This design comes from an exercise in tuning for small area, a short achievable clock period and few clock cycles on the open sky130 flow, not from production work.
In this exercise RTL edits were held to simulation tests only and were not proved equivalent to the original.
No activity file was given, so power comes from the tool's default toggle rates.

// rhythm_slot_regularity_tracker_unit
module rhythm_slot_regularity_tracker_unit (
    input  wire logic                 aclk,
    input  wire logic                 aresetn,
    input  wire logic                 s_valid,
    output logic                      s_ready,
    input  rsrt_pkg::rsrt_in_t             s_data,
    output logic                      m_valid,
    input  wire logic                 m_ready,
    output rsrt_pkg::rsrt_out_t                 m_data,
    input  wire logic                 cfg_valid,
    output logic                      cfg_ready,
    input  wire logic [rsrt_pkg::CFG_IDX_W-1:0] cfg_index,
    input  wire logic [15:0]          cfg_data
);
For scale: roughly 3200 cells after synthesis, about 540 flip-flops, roughly 75 I/O pins, ~32000 um2 of cells after synthesis.
Settings: LEC_CHECK=0, CAP_MARGIN=20, CORE_MARGIN=2, CORE_UTILIZATION=40, SLEW_MARGIN=20; clock period 10.0 ns.
run.sh (not shown) runs the stock make flow with config.mk's settings and CLKGATE_MAP_FILE= SYNTH_SCRIPT=/design/flow/synth_recipe.tcl, a recipe that flattens the netlist after the stock synthesis.
Testbench counts at the start, summed over its fixed seeds: cycles 24,435.
Change:
--- a/flow/design.v
+++ b/flow/design.v
@@ -109,19 +109,17 @@
     logic        sk_smo;
     logic [1:0]  sk_case;
     logic [7:0]  pk_r;
     logic [7:0]  lv_r;
     logic [6:0]  p3q_r;
     logic        p3c_r;
-    logic        raise_r;
     logic        raise;
     logic        p3_ok;
     logic [3:0]  sm_st;
     logic [7:0]  acc_r;
     logic        sv_r;
-    logic        sw_r;        
     logic [11:0] csa_r, csb_r;
     logic [4:0]  cn_r;
     logic        dis_r;
     logic [7:0]  raw_r;
     logic [1:0]  p1q_r;
     logic [9:0]  p1r_r;
@@ -231,13 +229,13 @@
             kill[i] = lt_cin(hist[i], {1'b0, p3q_r}, p3c_r);
         end
     end
     assign bus = (add_ex && aresetn) ? add_v : 8'd0;
     logic [15:0] rsel;
     logic [7:0]  rd_h, rd_r, h_in, r_in;
-    assign rsel = (rq_o & {16{!sw_r}}) | (ex_o & {16{sw_r}});
+    assign rsel = (sw_cyc ? ex_o : rq_o);
     always_comb begin
         rd_h = 8'd0;
         rd_r = 8'd0;
         for (int i = 0; i < 16; i++) begin
             rd_h = rd_h | (hist[i] & {8{rsel[i]}});
             rd_r = rd_r | (refr[i] & {8{rq_o[i]}});
@@ -292,20 +290,20 @@
     end
     logic [7:0] peak_eff;
     logic [6:0] p3q_nx;
     logic       p3c_nx;
     assign raise    = ltm8(pk_r, lv_r);
     assign peak_eff = raise ? lv_r : pk_r;
-    assign p3_ok = !raise && !raise_r;
+    assign p3_ok = !raise;
     always_comb begin
         logic r1, r0, b, n1, n0;
         logic [7:0] q;
         r1 = 1'b0;
         r0 = 1'b0;
         for (int i = 7; i >= 0; i--) begin
-            b    = pk_r[i];
+            b    = peak_eff[i];
             q[i] = r1 | (r0 & b);
             n1   = (r0 & ~b) | (r1 & b);
             n0   = (~r1 & ~r0 & b) | (r1 & ~b);
             r1   = n1;
             r0   = n0;
         end
@@ -316,14 +314,23 @@
     logic [6:0]  d1_n3;
     logic [5:0]  d1_o;
     assign d1_s  = csa_r + csb_r;
     assign d1_n3 = {2'b0, cn_r} + {1'b0, cn_r, 1'b0};
     assign d1_o  = r4(d1_s[11:6], cn_r, d1_n3);
     logic [5:0] d2_a, d2_b;
+    logic [5:0] d2_bk [4];
+    always_comb begin
+        logic [3:0] ck [4];
+        ck[0] = p1r_r[7:4];
+        ck[1] = p1r_r[7:4] - p1n_r[3:0];
+        ck[2] = p1r_r[7:4] - {p1n_r[2:0], 1'b0};
+        ck[3] = p1r_r[7:4] - p1n3_r[3:0];
+        for (int k = 0; k < 4; k++) d2_bk[k] = r4({ck[k], p1r_r[3:2]}, p1n_r, p1n3_r);
+    end
     assign d2_a = r4(p1r_r[9:4], p1n_r, p1n3_r);
-    assign d2_b = r4({d2_a[3:0], p1r_r[3:2]}, p1n_r, p1n3_r);
+    assign d2_b = d2_bk[d2_a[5:4]];
     logic [5:0] d3_o;
     logic [7:0] d3_q;
     logic       d3_nz, d3_rnd;
     logic [7:0] raw_nx;
     logic [7:0] mean_nx;
     logic       act_nx;
@@ -402,15 +409,13 @@
             rq_v   <= 1'b0;
             ex_v   <= 1'b0;
             srdy_r <= 1'b1;
             mv_r   <= 1'b0;
             sk_v   <= 1'b0;
             sm_st  <= SM_IDLE;
-            sw_r   <= 1'b0;
         end else begin
-            sw_r   <= sm_run && sm_st_n == SM_SW;
             rq_v   <= rq_v_n;
             ex_v   <= ex_v_n;
             srdy_r <= !rq_v_n || x2c_n;
             sk_v   <= sk_v_n;
             mv_r   <= sk_v || x2_done || (mv_r && !m_ready);
             sm_st  <= sm_st_n;
@@ -481,42 +486,40 @@
     always_ff @(posedge aclk) begin
         if (!aresetn || clr_ex) begin
             pk_r  <= 8'd0;
             lv_r  <= 8'd0;
             p3q_r <= 7'd0;
             p3c_r <= 1'b0;
-            raise_r <= 1'b0;
         end else begin
-            raise_r <= raise;
             pk_r  <= (k_cyc && lim_small) ? 8'd0 : peak_eff;
             lv_r  <= add_ex ? add_v
                    : (sv_r && (sw_cyc || swe_cyc) && !k2) ? ex_h : 8'd0;
             p3q_r <= p3q_nx;
             p3c_r <= p3c_nx;
         end
     end
     always_ff @(posedge aclk) begin
+        p1q_r  <= d1_o[5:4];
+        p1r_r  <= {d1_o[3:0], d1_s[5:0]};
+        p1n_r  <= cn_r;
+        p1n3_r <= d1_n3;
+    end
+    always_ff @(posedge aclk) begin
         if (sm_run) begin
             if (sm_st == SM_IDLE) acc_r <= 8'd0;
             if (sm_st == SM_MUL) begin
                 acc_r <= 8'(({1'b0, acc_r} + (|(lim_r & ex_o[7:0]) ? {1'b0, pk_r} : 9'd0)) >> 1);
             end
             sv_r <= sw_cyc;
-            if (k_cyc || sm_st == SM_2) begin
+            if (sm_st == SM_IDLE || sm_st == SM_K || sm_st == SM_2) begin
                 csa_r <= tsa;
                 csb_r <= tsb;
                 cn_r  <= tcnt;
             end
             if (k_cyc) dis_r <= |(kill & nz);
             if (k2)    dis_r <= 1'b1;
-            if (sm_st == SM_2 || sm_st == SM_3) begin
-                p1q_r  <= d1_o[5:4];
-                p1r_r  <= {d1_o[3:0], d1_s[5:0]};
-                p1n_r  <= cn_r;
-                p1n3_r <= d1_n3;
-            end
             if (sm_st == SM_3 || sm_st == SM_4) begin
                 p2q_r  <= {p1q_r, d2_a[5:4], d2_b[5:4]};
                 p2r_r  <= {d2_b[3:0], p1r_r[1:0]};
                 p2n_r  <= p1n_r;
                 p2n3_r <= p1n3_r;
             end
After rerunning: The changed run finished with timing, DRC and antenna clean. Die area goes up by 2.2%. Count of clock-buffer cells in the layout goes down by 11. Routed wire length goes down by 12%. Total power goes up by 18%. First-iteration DRC count goes down by 24%. Synthesized area goes up by 2.2%. Clock power goes down by about 4%. Sequential cell count goes down by 2. Worst setup slack gains 0.41 ns.
Testbench counts after the change, summed over its fixed seeds: cycles 24,042.

-- re-timing with driven ports --
The results above use ideal ports. As a check the final layouts listed here were re-extracted and re-timed, cells and wires unchanged. Step 1 assumes that a clkbuf_16 drives the clock port and a buf_2 every other input. Step 2 adds t to the input delays and takes it off the output delays; t is the mean of the earliest and latest rising clock arrival at the registers after step 1. Input paths then give back, and output paths get back, about the clock's delay inside the block. a / b / c = ideal / step 1 / step 2; a / b = the first two.
run | shift t [ns] | slack for setup (ns) | worst hold slack (ns) | pins driven straight from the clock port
the first run | 0.698 | 4.937 / 4.937 / 4.937 | 0.419 / 0.419 / 0.419 | 1
the second run | 0.688 | 5.347 / 5.347 / 5.347 | 0.359 / 0.359 / 0.359 | 1
After both steps setup and hold are still met in every run listed.
